From an optimization exercise on the open Yosys and OpenROAD flow, aimed at small area, a short achievable clock period and few clock cycles per item; shortcuts taken in it are not production practice.
Only simulation tests tie the RTL to the original design; equivalence was not proved.
No activity file was given, so power comes from the tool's default toggle rates.

==> job 5513: inputs <==
==> flow/design.v <==
`default_nettype none
package srrw_pkg;
    localparam int FRAME_W = 24;
    localparam int TIMER_W = 16;
    localparam int BYTES_W = 16;
    localparam int OSLOT_W = 5;
    typedef logic [1:0] t_code;
    localparam t_code OP_START  = 2'd0;
    localparam t_code OP_TICK   = 2'd1;
    localparam t_code OP_ARRIVE = 2'd2;
    localparam t_code KIND_REQ     = 2'd0;
    localparam t_code KIND_DLV     = 2'd1;
    localparam t_code KIND_DLV_REQ = 2'd2;
    localparam logic [1:0] REG_LAST_FRAME = 2'd0;
    localparam logic [1:0] REG_TIMEOUT    = 2'd1;
    localparam logic [1:0] REG_TAIL_BYTES = 2'd2;
    typedef enum logic [8:0] {
        ST_IDLE  = 9'b000000001,
        ST_NORM  = 9'b000000010,
        ST_START = 9'b000000100,
        ST_TRD   = 9'b000001000,
        ST_TUPD  = 9'b000010000,
        ST_TEND  = 9'b000100000,
        ST_TREQ  = 9'b001000000,
        ST_ARR   = 9'b010000000,
        ST_DLV   = 9'b100000000
    } t_state;
endpackage
`default_nettype wire
`default_nettype none
module srrw_ram #(
    parameter int WIDTH = 8,
    parameter int DEPTH = 4
) (
    input  wire logic                                       i_clk,
    input  wire logic                                       i_wr_en,
    input  wire logic [((DEPTH > 1) ? $clog2(DEPTH) : 1)-1:0] i_wr_addr,
    input  wire logic [WIDTH-1:0]                           i_wr_data,
    input  wire logic                                       i_rd_en,
    input  wire logic [((DEPTH > 1) ? $clog2(DEPTH) : 1)-1:0] i_rd_addr,
    output logic      [WIDTH-1:0]                           o_rd_data
);
    logic [WIDTH-1:0] r_mem [DEPTH];
    always_ff @(posedge i_clk) begin
        if (i_wr_en) begin
            r_mem[i_wr_addr] <= i_wr_data;
        end
        if (i_rd_en) begin
            o_rd_data <= r_mem[i_rd_addr];
        end
    end
endmodule
`default_nettype wire
`default_nettype none
module selective_repeat_receive_window #(
    parameter int WINDOW_SLOTS = 32,
    parameter int FRAME_BYTES  = 1000
) (
    input  wire logic                          i_clk,
    input  wire logic                          i_rst_n,
    input  wire logic                          start,
    output logic                               busy,
    input  wire logic [1:0]                    i_opcode,
    input  wire logic [srrw_pkg::FRAME_W-1:0]  i_frame_number,
    output logic                               o_valid,
    output logic [1:0]                         o_kind,
    output logic [srrw_pkg::FRAME_W-1:0]       o_request_frame,
    output logic [srrw_pkg::FRAME_W-1:0]       o_deliver_frame,
    output logic [srrw_pkg::OSLOT_W-1:0]       o_deliver_slot,
    output logic [srrw_pkg::BYTES_W-1:0]       o_deliver_bytes,
    output logic                               o_complete,
    output logic                               o_last,
    input  wire logic                          psel,
    input  wire logic                          penable,
    input  wire logic                          pwrite,
    input  wire logic [3:0]                    paddr,
    input  wire logic [31:0]                   pwdata,
    output logic [31:0]                        prdata,
    output logic                               pready
);
    localparam int NS = 32;
    localparam int FW = srrw_pkg::FRAME_W;
    localparam int TW = srrw_pkg::TIMER_W;
    localparam int BW = srrw_pkg::BYTES_W;
    localparam int HW = FW - 5;      
    logic [FW-1:0] r_lfi;
    logic [TW-1:0] r_timeout;
    logic [BW-1:0] r_tail;
    logic [4:0]    r_wm1;        
    logic [FW-1:0] r_bf;         
    logic [4:0]    r_bs;         
    logic [4:0]    r_bsm;        
    logic [NS-1:0] r_rcv;
    logic [FW-1:0] r_frame [NS];
    logic [TW-1:0] r_tinv [NS];  
    logic          r_st;         
    logic [4:0]    r_k;
    logic          r_ch;         
    logic [4:0]    r_cnt;        
    logic          r_red;        
    logic          r_park;       
    logic cfg_wr;
    assign pready = 1'b1;
    assign cfg_wr = psel && penable && pwrite;
    assign busy   = r_st || r_ch || r_park;
    always_comb begin
        case (paddr[3:2])
            srrw_pkg::REG_LAST_FRAME: prdata = 32'(r_lfi);
            srrw_pkg::REG_TIMEOUT:    prdata = 32'(r_timeout);
            srrw_pkg::REG_TAIL_BYTES: prdata = 32'(r_tail);
            default:                  prdata = 32'd0;
        endcase
    end
    logic [4:0] wr_wm1;
    assign wr_wm1 = (pwdata[FW-1:5] == '0) ? pwdata[4:0] : 5'd31;
    always_ff @(posedge i_clk) begin
        if (!i_rst_n) begin
            r_lfi     <= '0;
            r_timeout <= TW'(10);
            r_tail    <= '0;
            r_wm1     <= '0;
        end else if (cfg_wr) begin
            case (paddr[3:2])
                srrw_pkg::REG_LAST_FRAME: begin
                    r_lfi <= pwdata[FW-1:0];
                    r_wm1 <= wr_wm1;
                end
                srrw_pkg::REG_TIMEOUT:    r_timeout <= pwdata[TW-1:0];
                srrw_pkg::REG_TAIL_BYTES: r_tail    <= pwdata[BW-1:0];
                default: ;
            endcase
        end
    end
    logic w32;
    assign w32 = (r_wm1 == 5'd31);
    logic [HW-1:0] bf_hi;
    logic [4:0]    bf_lo;
    logic [HW:0]   bf_hi1;       
    logic [4:0]    kofs;         
    logic          bf_ok, done, refill;
    logic [FW-1:0] nfr;          
    assign bf_hi  = r_bf[FW-1:5];
    assign bf_lo  = r_bf[4:0];
    assign bf_hi1 = {1'b0, bf_hi} + (HW+1)'(1);
    assign kofs   = r_bsm - bf_lo;
    assign bf_ok  = (r_bf <= r_lfi);
    assign done   = (r_bf == r_lfi);
    assign refill = ({bf_hi1, bf_lo} <= {1'b0, r_lfi});
    assign nfr    = {bf_hi1[HW-1:0], bf_lo};
    logic          bsm_gt;
    logic          take, park, direct, prun;
    logic          op_start, op_tick, arr_d, arr_p;
    assign bsm_gt   = (r_bsm > r_wm1);
    assign take     = start && !busy;
    assign park     = take && (i_opcode != srrw_pkg::OP_START) &&
                      (r_red || (!w32 && i_opcode == srrw_pkg::OP_ARRIVE));
    assign direct   = take && !r_red && (w32 || i_opcode != srrw_pkg::OP_ARRIVE);
    assign prun     = r_park && !bsm_gt;
    assign op_start = take && (i_opcode == srrw_pkg::OP_START);
    assign op_tick  = (direct && i_opcode == srrw_pkg::OP_TICK) ||
                      (prun && o_kind == srrw_pkg::OP_TICK);
    assign arr_d    = direct && (i_opcode == srrw_pkg::OP_ARRIVE);
    assign arr_p    = prun && (o_kind == srrw_pkg::OP_ARRIVE);
    logic [HW-1:0] f_hi;
    logic [4:0]    f_lo;
    logic          d_eq, d_inc, d_brw, d_in, d_base;
    logic [4:0]    d_s;
    assign f_hi   = i_frame_number[FW-1:5];
    assign f_lo   = i_frame_number[4:0];
    assign d_eq   = (f_hi == bf_hi);
    assign d_inc  = (f_hi == bf_hi1[HW-1:0]) && !bf_hi1[HW];
    assign d_brw  = (f_lo < bf_lo);
    assign d_in   = d_brw ? d_inc : d_eq;
    assign d_s    = f_lo + kofs;
    assign d_base = d_eq && (f_lo == bf_lo);
    logic [HW-1:0] p_hi;
    logic [4:0]    p_lo, p_d;
    logic          p_eq, p_inc, p_brw, p_in, p_base;
    logic [5:0]    p_sum;
    logic [4:0]    p_s;
    assign p_hi   = o_request_frame[FW-1:5];
    assign p_lo   = o_request_frame[4:0];
    assign p_eq   = (p_hi == bf_hi);
    assign p_inc  = (p_hi == bf_hi1[HW-1:0]) && !bf_hi1[HW];
    assign p_brw  = (p_lo < bf_lo);
    assign p_d    = p_lo - bf_lo;
    assign p_in   = (p_brw ? p_inc : p_eq) && (p_d <= r_wm1);
    assign p_sum  = 6'(r_bsm) + 6'(p_d);
    assign p_s    = (p_sum > 6'(r_wm1)) ? 5'(p_sum - 6'(r_wm1) - 6'd1) : p_sum[4:0];
    assign p_base = p_eq && (p_lo == bf_lo);
    logic [NS-1:0] arr_set;
    logic          chain0;
    always_comb begin
        for (int k = 0; k < NS; k++)
            arr_set[k] = (arr_d && d_in && d_s == 5'(k)) || (arr_p && p_in && p_s == 5'(k));
    end
    assign chain0 = ((arr_d && d_base) || (arr_p && p_base)) && !r_rcv[r_bsm] && bf_ok;
    logic          dlv;
    logic [BW-1:0] bytes;
    logic [4:0]    s_next;
    logic          dlv_last;
    logic [NS-1:0] rf_at;        
    assign dlv      = chain0 || r_ch;
    assign bytes    = (done && r_tail != '0 && r_tail < BW'(FRAME_BYTES)) ? r_tail : BW'(FRAME_BYTES);
    assign s_next   = (r_bsm == r_wm1) ? 5'd0 : r_bsm + 5'd1;
    assign dlv_last = done || (r_cnt == r_wm1) || !r_rcv[s_next];
    always_comb begin
        for (int k = 0; k < NS; k++) rf_at[k] = dlv && refill && (r_bsm == 5'(k));
    end
    logic [NS-1:0] in_w, elig, hit, sel;
    logic          any_hit;
    logic [FW-1:0] sel_frame;
    logic [NS-1:0] seen;         
    always_comb begin
        logic [NS-1:0] pre;
        sel_frame = '0;
        for (int k = 0; k < NS; k++) begin
            in_w[k] = (5'(k) <= r_wm1);
            elig[k] = !r_rcv[k] && in_w[k];
            hit[k]  = elig[k] && (&r_tinv[k][TW-1:1]);
        end
        pre = hit;
        for (int l = 1; l < NS; l = l * 2) begin
            for (int k = NS - 1; k >= 0; k--) begin
                if ((k / l) % 2 == 1) pre[k] = pre[k] | pre[(k / l) * l - 1];
            end
        end
        seen = {pre[NS-2:0], 1'b0};
        for (int k = 0; k < NS; k++) begin
            sel[k] = hit[k] && !seen[k];
            sel_frame = sel_frame | (sel[k] ? r_frame[k] : '0);
        end
        any_hit = pre[NS-1];
    end
    logic [TW-1:0] t_next [NS];
    always_comb begin
        for (int k = 0; k < NS; k++) begin
            logic ld, dec, all_lo, c;
            ld     = op_start || (op_tick && sel[k]) || rf_at[k];
            dec    = op_tick && elig[k] && !(&r_tinv[k]);
            all_lo = 1'b1;
            c      = 1'b0;
            for (int i = 0; i < TW; i++) begin
                if (i % 4 == 0) c = dec && all_lo;
                t_next[k][i] = ld ? !r_timeout[i] : r_tinv[k][i] ^ c;
                c      = c && r_tinv[k][i];
                all_lo = all_lo && r_tinv[k][i];
            end
        end
    end
    logic          st_wr;
    logic [4:0]    st_idx;
    logic          fw_en;
    logic [4:0]    fw_idx;
    logic [FW-1:0] fw_data;
    assign st_wr   = op_start || r_st;
    assign st_idx  = r_st ? r_k : 5'd0;
    assign fw_en   = st_wr || (dlv && refill);
    assign fw_idx  = st_wr ? st_idx : r_bsm;
    assign fw_data = st_wr ? FW'(st_idx) : nfr;
    always_ff @(posedge i_clk) begin
        for (int k = 0; k < NS; k++) begin
            if (fw_en && fw_idx == 5'(k)) r_frame[k] <= fw_data;
            r_tinv[k] <= t_next[k];
        end
    end
    always_ff @(posedge i_clk) begin
        if (!i_rst_n) begin
            r_rcv   <= '1;
            r_bf    <= '0;
            r_bs    <= '0;
            r_bsm   <= '0;
            r_st    <= 1'b0;
            r_k     <= '0;
            r_ch    <= 1'b0;
            r_cnt   <= '0;
            r_red   <= 1'b0;
            r_park  <= 1'b0;
            o_valid <= 1'b0;
        end else begin
            o_valid <= 1'b0;
            if (r_red) begin
                if (bsm_gt) r_bsm <= r_bsm - r_wm1 - 5'd1;
                else        r_red <= 1'b0;
            end
            if (cfg_wr && paddr[3:2] == srrw_pkg::REG_LAST_FRAME) begin
                r_bsm <= r_bs;
                r_red <= (r_bs > wr_wm1);
            end
            if (park) begin
                r_park          <= 1'b1;
                o_kind          <= i_opcode;
                o_request_frame <= i_frame_number;
            end
            if (direct || prun) begin
                r_park <= 1'b0;
                r_bs   <= r_bsm;
            end
            r_rcv <= (r_rcv | arr_set) & ~rf_at;
            if (op_start) begin
                r_red <= 1'b0;
                r_bf  <= '0;
                r_bs  <= '0;
                r_bsm <= '0;
                r_rcv <= ~in_w;
                r_st  <= (r_wm1 != '0);
                r_k   <= 5'd1;
                o_valid         <= 1'b1;
                o_kind          <= srrw_pkg::KIND_REQ;
                o_request_frame <= '0;
                o_deliver_frame <= '0;
                o_deliver_slot  <= '0;
                o_deliver_bytes <= '0;
                o_complete      <= 1'b0;
                o_last          <= (r_wm1 == '0);
            end
            if (r_st) begin
                r_k  <= r_k + 5'd1;
                r_st <= (r_k != r_wm1);
                o_valid         <= 1'b1;
                o_kind          <= srrw_pkg::KIND_REQ;
                o_request_frame <= FW'(r_k);
                o_deliver_frame <= '0;
                o_deliver_slot  <= '0;
                o_deliver_bytes <= '0;
                o_complete      <= 1'b0;
                o_last          <= (r_k == r_wm1);
            end
            if (op_tick) begin
                o_valid         <= any_hit;
                o_kind          <= srrw_pkg::KIND_REQ;
                o_request_frame <= sel_frame;
                o_deliver_frame <= '0;
                o_deliver_slot  <= '0;
                o_deliver_bytes <= '0;
                o_complete      <= 1'b0;
                o_last          <= 1'b1;
            end
            if (dlv) begin
                r_bf  <= r_bf + FW'(1);
                r_bs  <= s_next;
                r_bsm <= s_next;
                r_ch  <= !dlv_last;
                r_cnt <= dlv_last ? 5'd0 : r_cnt + 5'd1;
                o_valid         <= 1'b1;
                o_kind          <= refill ? srrw_pkg::KIND_DLV_REQ : srrw_pkg::KIND_DLV;
                o_request_frame <= refill ? nfr : '0;
                o_deliver_frame <= r_bf;
                o_deliver_slot  <= r_bsm;
                o_deliver_bytes <= bytes;
                o_complete      <= done;
                o_last          <= dlv_last;
            end
        end
    end
endmodule
`default_nettype wire
==> flow/run.sh <==
#!/bin/bash
# synth_recipe.tcl (not shown) runs the flow's synth.tcl, then flattens the netlist and writes it again
# the make line also repeats each setting of config.mk as NAME=value (left out here)
make -C /OpenROAD-flow-scripts/flow DESIGN_CONFIG=/design/flow/config.mk WORK_HOME=/design/flow/orfs CLKGATE_MAP_FILE= SYNTH_SCRIPT=/design/flow/synth_recipe.tcl finish
==> flow/config.mk <==
export PLATFORM = sky130hd
export DESIGN_NAME = selective_repeat_receive_window
export DESIGN_NICKNAME = selective_repeat_receive_window
export VERILOG_FILES = /design/flow/design.v
export SDC_FILE = /design/flow/constraint.sdc
export NUM_CORES = 4
export LEC_CHECK = 0
export CAP_MARGIN = 20
export CORE_MARGIN = 2
export CORE_UTILIZATION = 40
export SETUP_SLACK_MARGIN = 5
export SLEW_MARGIN = 20
==> flow/constraint.sdc <==
create_clock -name core_clock -period 9.0 [get_ports {i_clk}]
set_input_delay 1.8000 -clock core_clock [delete_from_list [all_inputs] [get_ports {i_clk}]]
set_output_delay 1.8000 -clock core_clock [all_outputs]
set_load 0.01 [all_outputs]
==> job 6021: changes against job 5513 <==
--- a/flow/design.v
+++ b/flow/design.v
@@ -84,4 +84,14 @@
     localparam int BW = srrw_pkg::BYTES_W;
     localparam int HW = FW - 5;      
+    function automatic logic [31:0] below_all(input logic [31:0] x);
+        logic [31:0] p;
+        p = x;
+        for (int l = 1; l < 32; l = l * 2) begin
+            for (int k = 31; k >= 0; k--) begin
+                if ((k / l) % 2 == 1) p[k] = p[k] & p[(k / l) * l - 1];
+            end
+        end
+        below_all = {p[30:0], 1'b1};
+    endfunction
     logic [FW-1:0] r_lfi;
     logic [TW-1:0] r_timeout;
@@ -100,4 +110,13 @@
     logic          r_red;        
     logic          r_park;       
+    logic          r_odlv;       
+    logic [FW-1:0] r_ofr;        
+    logic          r_bfok;       
+    logic          r_refill;     
+    logic [NS-1:0] r_ldm;        
+    logic [NS-1:0] r_pdm;        
+    logic          r_fwv;        
+    logic [4:0]    r_fwi;
+    logic [FW-1:0] r_fwd;
     logic cfg_wr;
     assign pready = 1'b1;
@@ -142,9 +161,13 @@
     assign bf_hi  = r_bf[FW-1:5];
     assign bf_lo  = r_bf[4:0];
-    assign bf_hi1 = {1'b0, bf_hi} + (HW+1)'(1);
+    logic [31:0] bf_pa;          
+    assign bf_pa  = below_all({8'd0, r_bf});
+    logic [31:0] hi_pa;
+    assign hi_pa  = below_all({13'd0, bf_hi});
+    assign bf_hi1 = {1'b0, bf_hi} ^ hi_pa[HW:0];
     assign kofs   = r_bsm - bf_lo;
-    assign bf_ok  = (r_bf <= r_lfi);
+    assign bf_ok  = r_bfok;
     assign done   = (r_bf == r_lfi);
-    assign refill = ({bf_hi1, bf_lo} <= {1'b0, r_lfi});
+    assign refill = r_refill;
     assign nfr    = {bf_hi1[HW-1:0], bf_lo};
     logic          bsm_gt;
@@ -197,10 +220,8 @@
     assign chain0 = ((arr_d && d_base) || (arr_p && p_base)) && !r_rcv[r_bsm] && bf_ok;
     logic          dlv;
-    logic [BW-1:0] bytes;
     logic [4:0]    s_next;
     logic          dlv_last;
     logic [NS-1:0] rf_at;        
     assign dlv      = chain0 || r_ch;
-    assign bytes    = (done && r_tail != '0 && r_tail < BW'(FRAME_BYTES)) ? r_tail : BW'(FRAME_BYTES);
     assign s_next   = (r_bsm == r_wm1) ? 5'd0 : r_bsm + 5'd1;
     assign dlv_last = done || (r_cnt == r_wm1) || !r_rcv[s_next];
@@ -212,11 +233,16 @@
     logic [FW-1:0] sel_frame;
     logic [NS-1:0] seen;         
+    logic          to_le1;
+    assign to_le1 = (r_timeout[TW-1:1] == '0);
     always_comb begin
         logic [NS-1:0] pre;
+        logic          le1, le2;
         sel_frame = '0;
         for (int k = 0; k < NS; k++) begin
             in_w[k] = (5'(k) <= r_wm1);
             elig[k] = !r_rcv[k] && in_w[k];
-            hit[k]  = elig[k] && (&r_tinv[k][TW-1:1]);
+            le1     = &r_tinv[k][TW-1:1];
+            le2     = (&r_tinv[k][TW-1:2]) && (r_tinv[k][1] || r_tinv[k][0]);
+            hit[k]  = elig[k] && (r_ldm[k] ? to_le1 : r_pdm[k] ? le2 : le1);
         end
         pre = hit;
@@ -233,15 +259,18 @@
         any_hit = pre[NS-1];
     end
+    logic [FW-1:0] tick_frame;   
+    assign tick_frame = (r_fwv && sel[r_fwi]) ? r_fwd : sel_frame;
     logic [TW-1:0] t_next [NS];
+    logic [NS-1:0] ld_m;
     always_comb begin
         for (int k = 0; k < NS; k++) begin
-            logic ld, dec, all_lo, c;
-            ld     = op_start || (op_tick && sel[k]) || rf_at[k];
-            dec    = op_tick && elig[k] && !(&r_tinv[k]);
-            all_lo = 1'b1;
-            c      = 1'b0;
+            logic dec, all_lo, c;
+            ld_m[k] = op_start || (op_tick && sel[k]) || rf_at[k];
+            dec     = r_pdm[k] && !(&r_tinv[k]);
+            all_lo  = 1'b1;
+            c       = 1'b0;
             for (int i = 0; i < TW; i++) begin
-                if (i % 4 == 0) c = dec && all_lo;
-                t_next[k][i] = ld ? !r_timeout[i] : r_tinv[k][i] ^ c;
+                if (i % 8 == 0) c = dec && all_lo;
+                t_next[k][i] = r_ldm[k] ? !r_timeout[i] : r_tinv[k][i] ^ c;
                 c      = c && r_tinv[k][i];
                 all_lo = all_lo && r_tinv[k][i];
@@ -261,8 +290,16 @@
     always_ff @(posedge i_clk) begin
         for (int k = 0; k < NS; k++) begin
-            if (fw_en && fw_idx == 5'(k)) r_frame[k] <= fw_data;
+            if (r_fwv && r_fwi == 5'(k)) r_frame[k] <= r_fwd;
             r_tinv[k] <= t_next[k];
         end
+        r_ofr <= r_bf;
+        r_fwi <= fw_idx;
+        r_fwd <= fw_data;
     end
+    logic          tail_ok;
+    assign tail_ok         = (r_tail != '0) && (r_tail < BW'(FRAME_BYTES));
+    assign o_deliver_frame = r_odlv ? r_ofr : '0;
+    assign o_deliver_slot  = !r_odlv ? '0 : (r_bsm == '0) ? r_wm1 : r_bsm - 5'd1;
+    assign o_deliver_bytes = !r_odlv ? '0 : (o_complete && tail_ok) ? r_tail : BW'(FRAME_BYTES);
     always_ff @(posedge i_clk) begin
         if (!i_rst_n) begin
@@ -278,6 +315,16 @@
             r_park  <= 1'b0;
             o_valid <= 1'b0;
+            r_odlv  <= 1'b0;
+            r_bfok  <= 1'b1;
+            r_refill <= 1'b0;
+            r_ldm   <= '0;
+            r_pdm   <= '0;
+            r_fwv   <= 1'b0;
         end else begin
             o_valid <= 1'b0;
+            r_odlv  <= dlv;
+            r_ldm   <= ld_m;
+            r_pdm   <= {NS{op_tick}} & elig;
+            r_fwv   <= fw_en;
             if (r_red) begin
                 if (bsm_gt) r_bsm <= r_bsm - r_wm1 - 5'd1;
@@ -285,6 +332,8 @@
             end
             if (cfg_wr && paddr[3:2] == srrw_pkg::REG_LAST_FRAME) begin
-                r_bsm <= r_bs;
-                r_red <= (r_bs > wr_wm1);
+                r_bsm    <= r_bs;
+                r_red    <= (r_bs > wr_wm1);
+                r_bfok   <= (r_bf <= pwdata[FW-1:0]);
+                r_refill <= ({bf_hi1, bf_lo} <= {1'b0, pwdata[FW-1:0]});
             end
             if (park) begin
@@ -299,5 +348,7 @@
             r_rcv <= (r_rcv | arr_set) & ~rf_at;
             if (op_start) begin
-                r_red <= 1'b0;
+                r_red    <= 1'b0;
+                r_bfok   <= 1'b1;
+                r_refill <= (r_lfi[FW-1:5] != '0);
                 r_bf  <= '0;
                 r_bs  <= '0;
@@ -309,7 +360,4 @@
                 o_kind          <= srrw_pkg::KIND_REQ;
                 o_request_frame <= '0;
-                o_deliver_frame <= '0;
-                o_deliver_slot  <= '0;
-                o_deliver_bytes <= '0;
                 o_complete      <= 1'b0;
                 o_last          <= (r_wm1 == '0);
@@ -321,7 +369,4 @@
                 o_kind          <= srrw_pkg::KIND_REQ;
                 o_request_frame <= FW'(r_k);
-                o_deliver_frame <= '0;
-                o_deliver_slot  <= '0;
-                o_deliver_bytes <= '0;
                 o_complete      <= 1'b0;
                 o_last          <= (r_k == r_wm1);
@@ -330,13 +375,12 @@
                 o_valid         <= any_hit;
                 o_kind          <= srrw_pkg::KIND_REQ;
-                o_request_frame <= sel_frame;
-                o_deliver_frame <= '0;
-                o_deliver_slot  <= '0;
-                o_deliver_bytes <= '0;
+                o_request_frame <= tick_frame;
                 o_complete      <= 1'b0;
                 o_last          <= 1'b1;
             end
             if (dlv) begin
-                r_bf  <= r_bf + FW'(1);
+                r_bfok   <= bf_pa[FW] || (r_bfok && !done);
+                r_refill <= bf_pa[FW] ? (r_lfi[FW-1:5] != '0) : (r_refill && (nfr != r_lfi));
+                r_bf  <= r_bf ^ bf_pa[FW-1:0];
                 r_bs  <= s_next;
                 r_bsm <= s_next;
@@ -346,7 +390,4 @@
                 o_kind          <= refill ? srrw_pkg::KIND_DLV_REQ : srrw_pkg::KIND_DLV;
                 o_request_frame <= refill ? nfr : '0;
-                o_deliver_frame <= r_bf;
-                o_deliver_slot  <= r_bsm;
-                o_deliver_bytes <= bytes;
                 o_complete      <= done;
                 o_last          <= dlv_last;
--- a/flow/config.mk
+++ b/flow/config.mk
@@ -9,4 +9,4 @@
 export CORE_MARGIN = 2
 export CORE_UTILIZATION = 40
-export SETUP_SLACK_MARGIN = 5
+export SETUP_SLACK_MARGIN = 4.5
 export SLEW_MARGIN = 20
==> qor summary <==
Sinks on the clock net: job 6021 1,571; job 5513 1,495
Hold-critical path endpoint: job 6021 r_lfi[2]; job 5513 r_lfi[20]
Non-Filler Cell Area, Final: job 6021 87,100 um^2; job 5513 96,400 um^2
GR Layer Usage met3: job 6021 3.98%; job 5513 7.31%
Critical-path cell with the highest stage delay: job 6021 sky130_fd_sc_hd__clkdlybuf4s50_1; job 5513 sky130_fd_sc_hd__or4_4
Effective utilization at floorplan: job 6021 40.3%; job 5513 40.2%
Top metal layer carrying routed signals: job 6021 met5; job 5513 met4
Data buffer area share: job 6021 4.73%; job 5513 12.6%
Delay of the slowest cell on the worst path: job 6021 0.68 ns; job 5513 0.63 ns
HPWL after detailed placement: job 6021 167 mm; job 5513 162 mm
Resize count post-CTS: job 6021 435; job 5513 1,002
Area of the core region: job 6021 183,000 um^2; job 5513 176,000 um^2
Synth-to-layout area growth: job 6021 18.0%; job 5513 36.1%
Register share of total power: job 6021 48.7%; job 5513 46.5%
Met2 global-route usage: job 6021 41.5%; job 5513 45.3%
Leakage: job 6021 34.7 nW; job 5513 38.2 nW
Power in sequential cells: job 6021 8.02 mW; job 5513 7.51 mW
Cell with the most instances on the worst path: job 6021 sky130_fd_sc_hd__nor3_1; job 5513 sky130_fd_sc_hd__buf_12
Overall die width: job 6021 434 um; job 5513 425 um
Filler cells: job 6021 16,500; job 5513 14,500
Internal power consumption: job 6021 12.3 mW; job 5513 12.0 mW
Average routed wire per standard cell: job 6021 26.5 um; job 5513 29.1 um
Status: job 6021 finished clean; job 5513 finished clean
Final period utilization: job 6021 50.6%; job 5513 51.3%
Worst slack on hold paths: job 6021 0.497 ns; job 5513 0.465 ns
Share of final-layout standard cells stronger than drive strength 1: job 6021 14.6%; job 5513 28.8%
Detailed-route vias per instance: job 6021 5.86; job 5513 6.06
Testbench counts of job 5513, summed over its fixed seeds: cycles 9,473, items 4,808.
Testbench counts of job 6021, summed over its fixed seeds: cycles 9,473, items 4,808.

re-timing with driven ports:
Ports are ideal in the flow. The routed layouts listed here were re-timed in OpenROAD.
Step 1 assumes that a clkbuf_16 drives the clock port and a buf_2 every other input.
Step 2 also shifts input and output timing later by t, the mid clock arrival at the registers, as if the neighbouring blocks saw the same clock.
a / b / c = ideal / step 1 / step 2; a / b = the first two.
| run | t, ns | setup slack, ns | hold slack, ns | worst slew at a driven data input, ns |
|---|---|---|---|---|
| job 5513 | 0.915 | 4.384 / 4.384 / 3.732 | 0.465 / 0.465 / 0.465 | 0.17 |
| job 6021 | 0.910 | 4.443 / 4.363 / 3.583 | 0.497 / 0.497 / 0.497 | 0.12 |
After both steps setup and hold are still met in every run listed. For job 6021, which loses most, drivers alone change the setup slack by -0.080 ns; drivers and shift together by -0.860 ns.
